What follows belongs to an exercise in optimizing a design on an open flow for small area, a short achievable clock period and few clock cycles per item; a production flow would make more cautious choices. Only simulation tests tie the RTL to the original design; equivalence was not proved.

## design/flow/config.mk

```make
export PLATFORM = sky130hd
export DESIGN_NAME = ex_top
export DESIGN_NICKNAME = ex_top
export VERILOG_FILES = /design/flow/design.v
export SDC_FILE = /design/flow/constraint.sdc
export NUM_CORES = 4
export LEC_CHECK = 0
export CAP_MARGIN = 20
export CORE_MARGIN = 2
export CORE_UTILIZATION = 40
export SLEW_MARGIN = 20
```

## design/flow/constraint.sdc

```tcl
create_clock -name core_clock -period 13.0 [get_ports {clk}]
set_input_delay 2.6000 -clock core_clock [delete_from_list [all_inputs] [get_ports {clk}]]
set_output_delay 2.6000 -clock core_clock [all_outputs]
set_load 0.01 [all_outputs]
```

## design/flow/design.v

```verilog
package ex_pkg;
  localparam int unsigned XLEN    = 32;
  localparam int unsigned RADDR_W = 5;
  typedef enum logic [3:0] {
    OP_ADD   = 4'd0,
    OP_SUB   = 4'd1,
    OP_AND   = 4'd2,
    OP_OR    = 4'd3,
    OP_XOR   = 4'd4,
    OP_SLL   = 4'd5,
    OP_SRL   = 4'd6,
    OP_SRA   = 4'd7,
    OP_SLT   = 4'd8,
    OP_SLTU  = 4'd9,
    OP_MUL   = 4'd10,
    OP_MULH  = 4'd11,
    OP_MULHU = 4'd12,
    OP_CLROV = 4'd13
  } op_field_e;
  typedef enum logic [3:0] {
    ALU_NOP,
    ALU_ADD,
    ALU_SUB,
    ALU_AND,
    ALU_OR,
    ALU_XOR,
    ALU_SLL,
    ALU_SRL,
    ALU_SRA,
    ALU_SLT,
    ALU_SLTU
  } alu_op_e;
  typedef enum logic [1:0] {
    MUL_LO,
    MUL_HSS,
    MUL_HUU
  } mul_op_e;
endpackage
module ex_decoder
(
  input  logic               clk,
  input  logic               rst_n,
  input  logic               issue_valid_i,
  output logic               issue_ready_o,
  input  ex_pkg::op_field_e          issue_op_i,
  input  logic [ex_pkg::RADDR_W-1:0] issue_rd_i,
  input  logic [ex_pkg::XLEN-1:0]    issue_a_i,
  input  logic [ex_pkg::XLEN-1:0]    issue_b_i,
  output logic               req_valid,
  input  logic               req_ready,
  output logic               req_is_mul,
  output ex_pkg::alu_op_e            req_alu_op,
  output ex_pkg::mul_op_e            req_mul_op,
  output logic               req_clr_ov,
  output logic               req_illegal,
  output logic [ex_pkg::RADDR_W-1:0] req_rd,
  output logic [ex_pkg::XLEN-1:0]    req_op_a,
  output logic [ex_pkg::XLEN-1:0]    req_op_b
);
  logic    dec_is_mul;
  ex_pkg::alu_op_e dec_alu_op;
  ex_pkg::mul_op_e dec_mul_op;
  logic    dec_clr_ov;
  logic    dec_illegal;
  logic               valid_q;
  logic               is_mul_q;
  ex_pkg::alu_op_e            alu_op_q;
  ex_pkg::mul_op_e            mul_op_q;
  logic               clr_ov_q;
  logic               illegal_q;
  logic [ex_pkg::RADDR_W-1:0] rd_q;
  logic [ex_pkg::XLEN-1:0]    op_a_q;
  logic [ex_pkg::XLEN-1:0]    op_b_q;
  logic issue_xfer;
  always_comb begin
    dec_is_mul  = 1'b0;
    dec_alu_op  = ex_pkg::ALU_NOP;
    dec_mul_op  = ex_pkg::MUL_LO;
    dec_clr_ov  = 1'b0;
    dec_illegal = 1'b0;
    case (issue_op_i)
      ex_pkg::OP_ADD:   dec_alu_op = ex_pkg::ALU_ADD;
      ex_pkg::OP_SUB:   dec_alu_op = ex_pkg::ALU_SUB;
      ex_pkg::OP_AND:   dec_alu_op = ex_pkg::ALU_AND;
      ex_pkg::OP_OR:    dec_alu_op = ex_pkg::ALU_OR;
      ex_pkg::OP_XOR:   dec_alu_op = ex_pkg::ALU_XOR;
      ex_pkg::OP_SLL:   dec_alu_op = ex_pkg::ALU_SLL;
      ex_pkg::OP_SRL:   dec_alu_op = ex_pkg::ALU_SRL;
      ex_pkg::OP_SRA:   dec_alu_op = ex_pkg::ALU_SRA;
      ex_pkg::OP_SLT:   dec_alu_op = ex_pkg::ALU_SLT;
      ex_pkg::OP_SLTU:  dec_alu_op = ex_pkg::ALU_SLTU;
      ex_pkg::OP_MUL: begin
        dec_is_mul = 1'b1;
        dec_mul_op = ex_pkg::MUL_LO;
      end
      ex_pkg::OP_MULH: begin
        dec_is_mul = 1'b1;
        dec_mul_op = ex_pkg::MUL_HSS;
      end
      ex_pkg::OP_MULHU: begin
        dec_is_mul = 1'b1;
        dec_mul_op = ex_pkg::MUL_HUU;
      end
      ex_pkg::OP_CLROV: dec_clr_ov = 1'b1;
      default:  dec_illegal = 1'b1;
    endcase
  end
  assign issue_ready_o = ~valid_q | req_ready;
  assign issue_xfer    = issue_valid_i & issue_ready_o;
  always_ff @(posedge clk or negedge rst_n) begin
    if (!rst_n) begin
      valid_q <= 1'b0;
    end else if (issue_ready_o) begin
      valid_q <= issue_valid_i;
    end
  end
  always_ff @(posedge clk) begin
    if (issue_xfer) begin
      is_mul_q  <= dec_is_mul;
      alu_op_q  <= dec_alu_op;
      mul_op_q  <= dec_mul_op;
      clr_ov_q  <= dec_clr_ov;
      illegal_q <= dec_illegal;
      rd_q      <= issue_rd_i;
      op_a_q    <= issue_a_i;
      op_b_q    <= issue_b_i;
    end
  end
  assign req_valid   = valid_q;
  assign req_is_mul  = is_mul_q;
  assign req_alu_op  = alu_op_q;
  assign req_mul_op  = mul_op_q;
  assign req_clr_ov  = clr_ov_q;
  assign req_illegal = illegal_q;
  assign req_rd      = rd_q;
  assign req_op_a    = op_a_q;
  assign req_op_b    = op_b_q;
endmodule
module ex_alu
(
  input  ex_pkg::alu_op_e         operator_i,
  input  logic [ex_pkg::XLEN-1:0] operand_a_i,
  input  logic [ex_pkg::XLEN-1:0] operand_b_i,
  output logic [ex_pkg::XLEN-1:0] result_o,
  output logic            overflow_o
);
  logic [ex_pkg::XLEN-1:0] sum;
  logic [ex_pkg::XLEN-1:0] diff;
  logic [4:0]      shamt;
  logic            lt_signed;
  logic            lt_unsigned;
  logic            add_ovf;
  logic            sub_ovf;
  assign sum  = operand_a_i + operand_b_i;
  assign diff = operand_a_i - operand_b_i;
  assign shamt = operand_b_i[4:0];
  assign lt_signed   = $signed(operand_a_i) < $signed(operand_b_i);
  assign lt_unsigned = operand_a_i < operand_b_i;
  assign add_ovf = (operand_a_i[ex_pkg::XLEN-1] == operand_b_i[ex_pkg::XLEN-1]) &
                   (sum[ex_pkg::XLEN-1] != operand_a_i[ex_pkg::XLEN-1]);
  assign sub_ovf = (operand_a_i[ex_pkg::XLEN-1] != operand_b_i[ex_pkg::XLEN-1]) &
                   (diff[ex_pkg::XLEN-1] != operand_a_i[ex_pkg::XLEN-1]);
  always_comb begin
    case (operator_i)
      ex_pkg::ALU_ADD:  overflow_o = add_ovf;
      ex_pkg::ALU_SUB:  overflow_o = sub_ovf;
      default:  overflow_o = 1'b0;
    endcase
  end
  always_comb begin
    case (operator_i)
      ex_pkg::ALU_ADD:  result_o = sum;
      ex_pkg::ALU_SUB:  result_o = diff;
      ex_pkg::ALU_AND:  result_o = operand_a_i & operand_b_i;
      ex_pkg::ALU_OR:   result_o = operand_a_i | operand_b_i;
      ex_pkg::ALU_XOR:  result_o = operand_a_i ^ operand_b_i;
      ex_pkg::ALU_SLL:  result_o = operand_a_i << shamt;
      ex_pkg::ALU_SRL:  result_o = operand_a_i >> shamt;
      ex_pkg::ALU_SRA:  result_o = $unsigned($signed(operand_a_i) >>> shamt);
      ex_pkg::ALU_SLT:  result_o = {{(ex_pkg::XLEN-1){1'b0}}, lt_signed};
      ex_pkg::ALU_SLTU: result_o = {{(ex_pkg::XLEN-1){1'b0}}, lt_unsigned};
      default:  result_o = '0;
    endcase
  end
endmodule
module ex_mult
#(
  parameter int unsigned MUL_BITS_PER_CYCLE = 4
) (
  input  logic            clk,
  input  logic            rst_n,
  input  logic            start_i,
  input  ex_pkg::mul_op_e         operator_i,
  input  logic [ex_pkg::XLEN-1:0] op_a_i,
  input  logic [ex_pkg::XLEN-1:0] op_b_i,
  output logic            busy_o,
  output logic            done_o,
  output logic [ex_pkg::XLEN-1:0] result_o
);
  localparam int unsigned STEPS = ex_pkg::XLEN / MUL_BITS_PER_CYCLE;
  localparam int unsigned CNT_W = $clog2(STEPS);
  logic             busy_q;
  logic             done_q;
  logic [CNT_W-1:0] cnt_q;
  logic             last_step;
  logic [2*ex_pkg::XLEN-1:0]             mcand_q;
  logic [ex_pkg::XLEN-1:0]               mplier_q;
  logic [2*ex_pkg::XLEN-1:0]             acc_q;
  logic [2*ex_pkg::XLEN-1:0]             partial;
  logic [MUL_BITS_PER_CYCLE-1:0] chunk;
  logic                          b_signed_q;
  ex_pkg::mul_op_e                       op_q;
  logic                          a_signed;
  assign last_step = (cnt_q == CNT_W'(STEPS - 1));
  assign chunk     = mplier_q[MUL_BITS_PER_CYCLE-1:0];
  assign a_signed  = (operator_i == ex_pkg::MUL_HSS);
  always_comb begin
    partial = '0;
    for (int i = 0; i < MUL_BITS_PER_CYCLE; i++) begin
      if (chunk[i]) begin
        partial = partial + (mcand_q << i);
      end
    end
    if (last_step && b_signed_q && chunk[MUL_BITS_PER_CYCLE-1]) begin
      partial = partial - (mcand_q << MUL_BITS_PER_CYCLE);
    end
  end
  always_ff @(posedge clk or negedge rst_n) begin
    if (!rst_n) begin
      busy_q <= 1'b0;
      done_q <= 1'b0;
      cnt_q  <= '0;
    end else begin
      done_q <= busy_q & last_step;
      if (busy_q) begin
        cnt_q <= cnt_q + 1'b1;
        if (last_step) begin
          busy_q <= 1'b0;
        end
      end else if (start_i) begin
        busy_q <= 1'b1;
        cnt_q  <= '0;
      end
    end
  end
  always_ff @(posedge clk) begin
    if (!busy_q && start_i) begin
      mcand_q    <= {{ex_pkg::XLEN{a_signed & op_a_i[ex_pkg::XLEN-1]}}, op_a_i};
      mplier_q   <= op_b_i;
      acc_q      <= '0;
      b_signed_q <= a_signed;
      op_q       <= operator_i;
    end else if (busy_q) begin
      acc_q    <= acc_q + partial;
      mcand_q  <= mcand_q << MUL_BITS_PER_CYCLE;
      mplier_q <= mplier_q >> MUL_BITS_PER_CYCLE;
    end
  end
  assign busy_o   = busy_q;
  assign done_o   = done_q;
  assign result_o = (op_q == ex_pkg::MUL_LO) ? acc_q[ex_pkg::XLEN-1:0] : acc_q[2*ex_pkg::XLEN-1:ex_pkg::XLEN];
endmodule
module ex_stage
#(
  parameter int unsigned MUL_BITS_PER_CYCLE = 4
) (
  input  logic clk,
  input  logic rst_n,
  input  logic               req_valid,
  output logic               req_ready,
  input  logic               req_is_mul,
  input  ex_pkg::alu_op_e            req_alu_op,
  input  ex_pkg::mul_op_e            req_mul_op,
  input  logic               req_clr_ov,
  input  logic               req_illegal,
  input  logic [ex_pkg::RADDR_W-1:0] req_rd,
  input  logic [ex_pkg::XLEN-1:0]    req_op_a,
  input  logic [ex_pkg::XLEN-1:0]    req_op_b,
  output logic               res_valid,
  input  logic               res_ready,
  output logic [ex_pkg::RADDR_W-1:0] res_rd,
  output logic               res_we,
  output logic [ex_pkg::XLEN-1:0]    res_data,
  output logic               res_illegal,
  output logic ovf_o,
  output logic mul_busy_o
);
  typedef enum logic [1:0] {
    EX_IDLE,
    EX_MUL,
    EX_MUL_DONE
  } ex_state_e;
  ex_state_e state_q;
  ex_state_e state_d;
  logic [ex_pkg::XLEN-1:0]    alu_result;
  logic               alu_ovf;
  logic               alu_xfer;
  logic               mul_start;
  logic               mul_busy;
  logic               mul_done;
  logic [ex_pkg::XLEN-1:0]    mul_result;
  logic [ex_pkg::RADDR_W-1:0] mul_rd_q;
  logic               ovf_q;
  ex_alu i_alu (
    .operator_i  (req_alu_op),
    .operand_a_i (req_op_a),
    .operand_b_i (req_op_b),
    .result_o    (alu_result),
    .overflow_o  (alu_ovf)
  );
  ex_mult #(
    .MUL_BITS_PER_CYCLE (MUL_BITS_PER_CYCLE)
  ) i_mult (
    .clk        (clk),
    .rst_n      (rst_n),
    .start_i    (mul_start),
    .operator_i (req_mul_op),
    .op_a_i     (req_op_a),
    .op_b_i     (req_op_b),
    .busy_o     (mul_busy),
    .done_o     (mul_done),
    .result_o   (mul_result)
  );
  always_comb begin
    state_d     = state_q;
    req_ready   = 1'b0;
    mul_start   = 1'b0;
    res_valid   = 1'b0;
    res_rd      = req_rd;
    res_we      = ~req_illegal & ~req_clr_ov;
    res_illegal = req_illegal;
    res_data    = alu_result;
    case (state_q)
      EX_IDLE: begin
        if (req_valid) begin
          if (req_is_mul) begin
            req_ready = 1'b1;
            mul_start = 1'b1;
            state_d   = EX_MUL;
          end else begin
            res_valid = 1'b1;
            req_ready = res_ready;
          end
        end
      end
      EX_MUL, EX_MUL_DONE: begin
        res_rd      = mul_rd_q;
        res_we      = 1'b1;
        res_illegal = 1'b0;
        res_data    = mul_result;
        if (mul_done || state_q == EX_MUL_DONE) begin
          res_valid = 1'b1;
          state_d   = res_ready ? EX_IDLE : EX_MUL_DONE;
        end
      end
      default: state_d = EX_IDLE;
    endcase
  end
  assign alu_xfer = (state_q == EX_IDLE) & req_valid & ~req_is_mul & res_ready;
  always_ff @(posedge clk or negedge rst_n) begin
    if (!rst_n) begin
      state_q <= EX_IDLE;
      ovf_q   <= 1'b0;
    end else begin
      state_q <= state_d;
      if (alu_xfer) begin
        if (req_clr_ov) begin
          ovf_q <= 1'b0;
        end else if (alu_ovf) begin
          ovf_q <= 1'b1;
        end
      end
    end
  end
  always_ff @(posedge clk) begin
    if (mul_start) begin
      mul_rd_q <= req_rd;
    end
  end
  assign ovf_o      = ovf_q;
  assign mul_busy_o = mul_busy;
endmodule
module ex_result_stage
(
  input  logic               clk,
  input  logic               rst_n,
  input  logic               res_valid,
  output logic               res_ready,
  input  logic [ex_pkg::RADDR_W-1:0] res_rd,
  input  logic               res_we,
  input  logic [ex_pkg::XLEN-1:0]    res_data,
  input  logic               res_illegal,
  output logic               wb_valid_o,
  input  logic               wb_ready_i,
  output logic [ex_pkg::RADDR_W-1:0] wb_rd_o,
  output logic               wb_we_o,
  output logic [ex_pkg::XLEN-1:0]    wb_data_o,
  output logic               wb_illegal_o
);
  logic               valid_q;
  logic               we_q;
  logic [ex_pkg::RADDR_W-1:0] rd_q;
  logic [ex_pkg::XLEN-1:0]    data_q;
  logic               illegal_q;
  logic               res_xfer;
  assign res_ready = ~valid_q | wb_ready_i;
  assign res_xfer  = res_valid & res_ready;
  always_ff @(posedge clk or negedge rst_n) begin
    if (!rst_n) begin
      valid_q <= 1'b0;
      we_q    <= 1'b0;
    end else if (res_ready) begin
      valid_q <= res_valid;
      if (res_xfer) begin
        we_q <= res_we;
      end
    end
  end
  always_ff @(posedge clk) begin
    if (res_xfer) begin
      rd_q      <= res_rd;
      data_q    <= res_data;
      illegal_q <= res_illegal;
    end
  end
  assign wb_valid_o   = valid_q;
  assign wb_rd_o      = rd_q;
  assign wb_we_o      = we_q;
  assign wb_data_o    = data_q;
  assign wb_illegal_o = illegal_q;
endmodule
module ex_top
#(
  parameter int unsigned MUL_BITS_PER_CYCLE = 4
) (
  input  logic               clk,
  input  logic               rst_n,
  input  logic               issue_valid_i,
  output logic               issue_ready_o,
  input  ex_pkg::op_field_e          issue_op_i,
  input  logic [ex_pkg::RADDR_W-1:0] issue_rd_i,
  input  logic [ex_pkg::XLEN-1:0]    issue_a_i,
  input  logic [ex_pkg::XLEN-1:0]    issue_b_i,
  output logic               wb_valid_o,
  input  logic               wb_ready_i,
  output logic [ex_pkg::RADDR_W-1:0] wb_rd_o,
  output logic               wb_we_o,
  output logic [ex_pkg::XLEN-1:0]    wb_data_o,
  output logic               wb_illegal_o,
  output logic               ovf_o,
  output logic               mul_busy_o
);
  logic               req_valid;
  logic               req_ready;
  logic               req_is_mul;
  ex_pkg::alu_op_e            req_alu_op;
  ex_pkg::mul_op_e            req_mul_op;
  logic               req_clr_ov;
  logic               req_illegal;
  logic [ex_pkg::RADDR_W-1:0] req_rd;
  logic [ex_pkg::XLEN-1:0]    req_op_a;
  logic [ex_pkg::XLEN-1:0]    req_op_b;
  logic               res_valid;
  logic               res_ready;
  logic [ex_pkg::RADDR_W-1:0] res_rd;
  logic               res_we;
  logic [ex_pkg::XLEN-1:0]    res_data;
  logic               res_illegal;
  ex_decoder i_decoder (
    .clk           (clk),
    .rst_n         (rst_n),
    .issue_valid_i (issue_valid_i),
    .issue_ready_o (issue_ready_o),
    .issue_op_i    (issue_op_i),
    .issue_rd_i    (issue_rd_i),
    .issue_a_i     (issue_a_i),
    .issue_b_i     (issue_b_i),
    .req_valid     (req_valid),
    .req_ready     (req_ready),
    .req_is_mul    (req_is_mul),
    .req_alu_op    (req_alu_op),
    .req_mul_op    (req_mul_op),
    .req_clr_ov    (req_clr_ov),
    .req_illegal   (req_illegal),
    .req_rd        (req_rd),
    .req_op_a      (req_op_a),
    .req_op_b      (req_op_b)
  );
  ex_stage #(
    .MUL_BITS_PER_CYCLE (MUL_BITS_PER_CYCLE)
  ) i_ex_stage (
    .clk        (clk),
    .rst_n      (rst_n),
    .req_valid     (req_valid),
    .req_ready     (req_ready),
    .req_is_mul    (req_is_mul),
    .req_alu_op    (req_alu_op),
    .req_mul_op    (req_mul_op),
    .req_clr_ov    (req_clr_ov),
    .req_illegal   (req_illegal),
    .req_rd        (req_rd),
    .req_op_a      (req_op_a),
    .req_op_b      (req_op_b),
    .res_valid     (res_valid),
    .res_ready     (res_ready),
    .res_rd        (res_rd),
    .res_we        (res_we),
    .res_data      (res_data),
    .res_illegal   (res_illegal),
    .ovf_o      (ovf_o),
    .mul_busy_o (mul_busy_o)
  );
  ex_result_stage i_result_stage (
    .clk          (clk),
    .rst_n        (rst_n),
    .res_valid     (res_valid),
    .res_ready     (res_ready),
    .res_rd        (res_rd),
    .res_we        (res_we),
    .res_data      (res_data),
    .res_illegal   (res_illegal),
    .wb_valid_o   (wb_valid_o),
    .wb_ready_i   (wb_ready_i),
    .wb_rd_o      (wb_rd_o),
    .wb_we_o      (wb_we_o),
    .wb_data_o    (wb_data_o),
    .wb_illegal_o (wb_illegal_o)
  );
endmodule
```

## design/flow/run.sh

```bash
#!/bin/bash
# synth_recipe.tcl (not shown) runs the flow's synth.tcl, then flattens the netlist and writes it again
# the make line also repeats each setting of config.mk as NAME=value (left out here)
make -C /OpenROAD-flow-scripts/flow DESIGN_CONFIG=/design/flow/config.mk WORK_HOME=/design/flow/orfs CLKGATE_MAP_FILE= SYNTH_SCRIPT=/design/flow/synth_recipe.tcl finish
```

==> run summary <==
path summary, 6_finish.rpt:
check                      slack (ps)                          end                           from
max                               780  i_ex_stage.i_mult.acc_q[63]  i_ex_stage.i_mult.mplier_q[0]
min                               440    i_ex_stage.i_mult.op_q[0]          i_decoder.mul_op_q[0]
max reg2reg                       780  i_ex_stage.i_mult.acc_q[63]  i_ex_stage.i_mult.mplier_q[0]
min reg2reg                       440    i_ex_stage.i_mult.op_q[0]          i_decoder.mul_op_q[0]
max in group asynchronous       10190     i_ex_stage.i_mult.busy_q                          rst_n
min in group asynchronous        2390       i_result_stage.valid_q                          rst_n
cell usage in the layout (no fill, tap or decap), types with 119 or more instances in the layout:
master and count:
a21o_1 272, nand2_1 561, edfxtp_1 220, a21oi_1 540, o21ai_0 452, xnor2_1 179
nor2_1 456, inv_1 290, clkdlybuf4s50_1 119, ha_1 393
through the flow:
stage / TNS, ps / instances
after detailed placement: 0 / 6326
after global placement: 0 / 6326
final: 0 / 6400
after global routing: -221 / 6400
after CTS: 0 / 6393
after floorplan: 0 / 5142
layer usage:
metal	vias up	routed length, µm
met2	1650	61600
met5	-	0
met3	213	10500
met1	18749	68200
met4	0	5120
li1	18673	-
state kept, by name, indices dropped and copies added, names as in the netlist, 2 cells and up:
register and count:
i_ex_stage.i_mult.acc_q 64, i_ex_stage.i_mult.mcand_q 64, i_decoder.op_a_q 32, i_decoder.op_b_q 32, i_ex_stage.i_mult.mplier_q 32, i_result_stage.data_q 32
i_decoder.rd_q 5, i_ex_stage.mul_rd_q 5, i_result_stage.rd_q 5, i_decoder.alu_op_q 4, i_ex_stage.i_mult.cnt_q 3, i_decoder.mul_op_q 2
i_ex_stage.i_mult.op_q 2, i_ex_stage.state_q 2
cell type report:
type | count | share of cell area
flip-flops and latches | 295 | 0.191
well taps | 1276 | 0.0374
repair buffers | 207 | 0.0438
clock buffers | 41 | 0.0221
multi-input cells | 4256 | 0.672
inverters | 299 | 0.0264
clock inverters | 26 | 0.00689
cells by family (layout without fill, tap and decap cells):
logic type / after synthesis / in the layout
simple gates: 1485 / 1485
fa+ha+maj: 412 / 412
xor+xnor: 297 / 297
flops: 295 / 295
compound gates: 1876 / 1876
buf+inv: 591 / 573
mux: 186 / 186
critical path: cells and delay by family, from the launching register on:
kind                     cells  cell delay [ps]
AO/OA/AOI/OAI               33             6430
adder cells (fa/ha/maj)      6             2160
AND/OR/NAND/NOR              8             1270
multiplexers                 4              960
XOR/XNOR                     5              740
flip-flops                   1              420
buffers and inverters        1              140
timing repair:
item                       in CTS  in global routing
setup endpoints to repair       0                 13
resized for setup               0                 71
buffers inserted                0                  7
==> run summary <==
outcome no timing/DRC/antenna violations; Total GRT Usage 0.281; Rows 114; clock sinks 295; largest net degree at the start of global routing 96; Hold WC Path Type reg2reg; minimum clock period 12220 ps; final setup skew 26.8 ps; most common cell in the synthesized netlist nand2_1; Main synth FF type edfxtp_1; grt total ovfl 0; Yosys reg bits 295; worst hold margin roughly 440 ps; DR pass1 iterations 6; via count 39285; count of cell types in the netlist 98; CTS tree built; fin util 0.443; Critical-path top delay cell edfxtp_1; syn nets 5630; Placement Setup Slack 403 ps; initial antenna violation count 3; CTS Buf Count 37; setup violators final 0; Initial Util 0.402; average wire per standard cell 22.7 µm; Synth top area share 0.170; clock transition at the registers of the reported paths roughly 60 ps; vias per cell 6.14; met2 GRT Util 0.426; hpwl dp 114 mm; max-cap violation count 0; antenna viol nets, final 0; max-slew violations 0; Setup crit end kind flop; cts hold-fix bufs 0; placed cell area 41100 µm²; layout cell share with drive strength beyond 1 0.0724; first-pass GRT wire length 219 mm; Finished Cell Area between 40000 and 50000 µm²; most frequent CP cell a21o_1; n_diodes 0; final worst-path cycle share 0.940; fraction of synthesized area in multiplexers 0.0526; fraction of registers with async set/reset 0.0373; Worst R2R Path Depth 57; Synth Area in XOR/XNOR 0.0674; Synth area leaders edfxtp_1 17%, ha_1 13%, a21oi_1 7.1%; Fmax achieved 81.9 MHz; Clock Path Buffers 3; number of hold violations in the final report 0; Slew Limit Headroom 0.276; area used by multi-input combinational logic 28700 µm²; Std-Cell Core Area 96400 µm²; area grow syn2layout 9.97%; met3 Use GR 0.0341; Total Wirelength 146 mm; Worst-Margin Slew 1060 ps; busiest grt layer met2; Storage cell area 8160 µm²; largest family of logic cells by synthesized area compound AO/OA/AOI/OAI gates; Mean Syn Cell Area roughly 7.5 µm²; DRC Markers 0; # fillers 9988; Post-Synth Simple-Gate Area 0.170; sequential area share after synthesis 0.210; port bufs 119; Synth Area in Adders 0.134; number of global-route vias before repair 36091; root buf cell clkbuf_16; htree depth 2; NumNets Final approximately 5600; final RePlAce weighted congestion 1.02; GRT met1 Usage 0.412; Synth area leader edfxtp_1; crit-path max cell delay 420 ps; mapped cell area 38800 µm²; critical path arrival 12690 ps; die height 315 µm; Clk Latency, worst-skew pair approximately 600 ps; Required @ worst endpoint roughly 13000 ps; synthesized instance count 5142; Ports 120; synth cell count leaders 562 x nand2_1, 552 x a21oi_1, 462 x nor2_1, 459 x o21ai_0, 404 x ha_1; critical path class reg2reg; die area 99500 µm²; worst hold path depth 0; CP max FO 7; Iteration-0 DRC Markers approximately 4200; fraction of the mapped netlist area in compound gates 0.307; Worst setup SP type flop; worst setup margin about 780 ps; number of synthesized flops with an enable pin between 200 and 250; Yosys warning count 5; Die W 315 µm
Testbench counts, summed over its fixed seeds: cycles 58,910, items 16,000.

-- port drivers added, routing unchanged --
No port has a modelled driver above. Below, the same layout with a new extraction and two added sets of constraints.
Step 1 sets driving cells, clkbuf_16 on the clock port and buf_2 on the other inputs (assumed; they add their load-dependent delay and slew).
Step 2 times the ports against the registers' clock, not the clock port: input delays grow and output delays shrink by t, the midpoint of the rising clock arrivals with the driver on.
Three values: no drivers, after step 1, after step 2; two values: the first two.
shift t [ns]: 0.655
slack for setup (ns): 0.785 / 0.785 / 0.785
worst hold slack (ns): 0.442 / 0.442 / 0.442
worst setup path at the end: register to register
After both steps setup and hold are still met in this run. For this run, drivers alone change the setup slack by 0.000 ns; drivers and shift together by 0.000 ns.
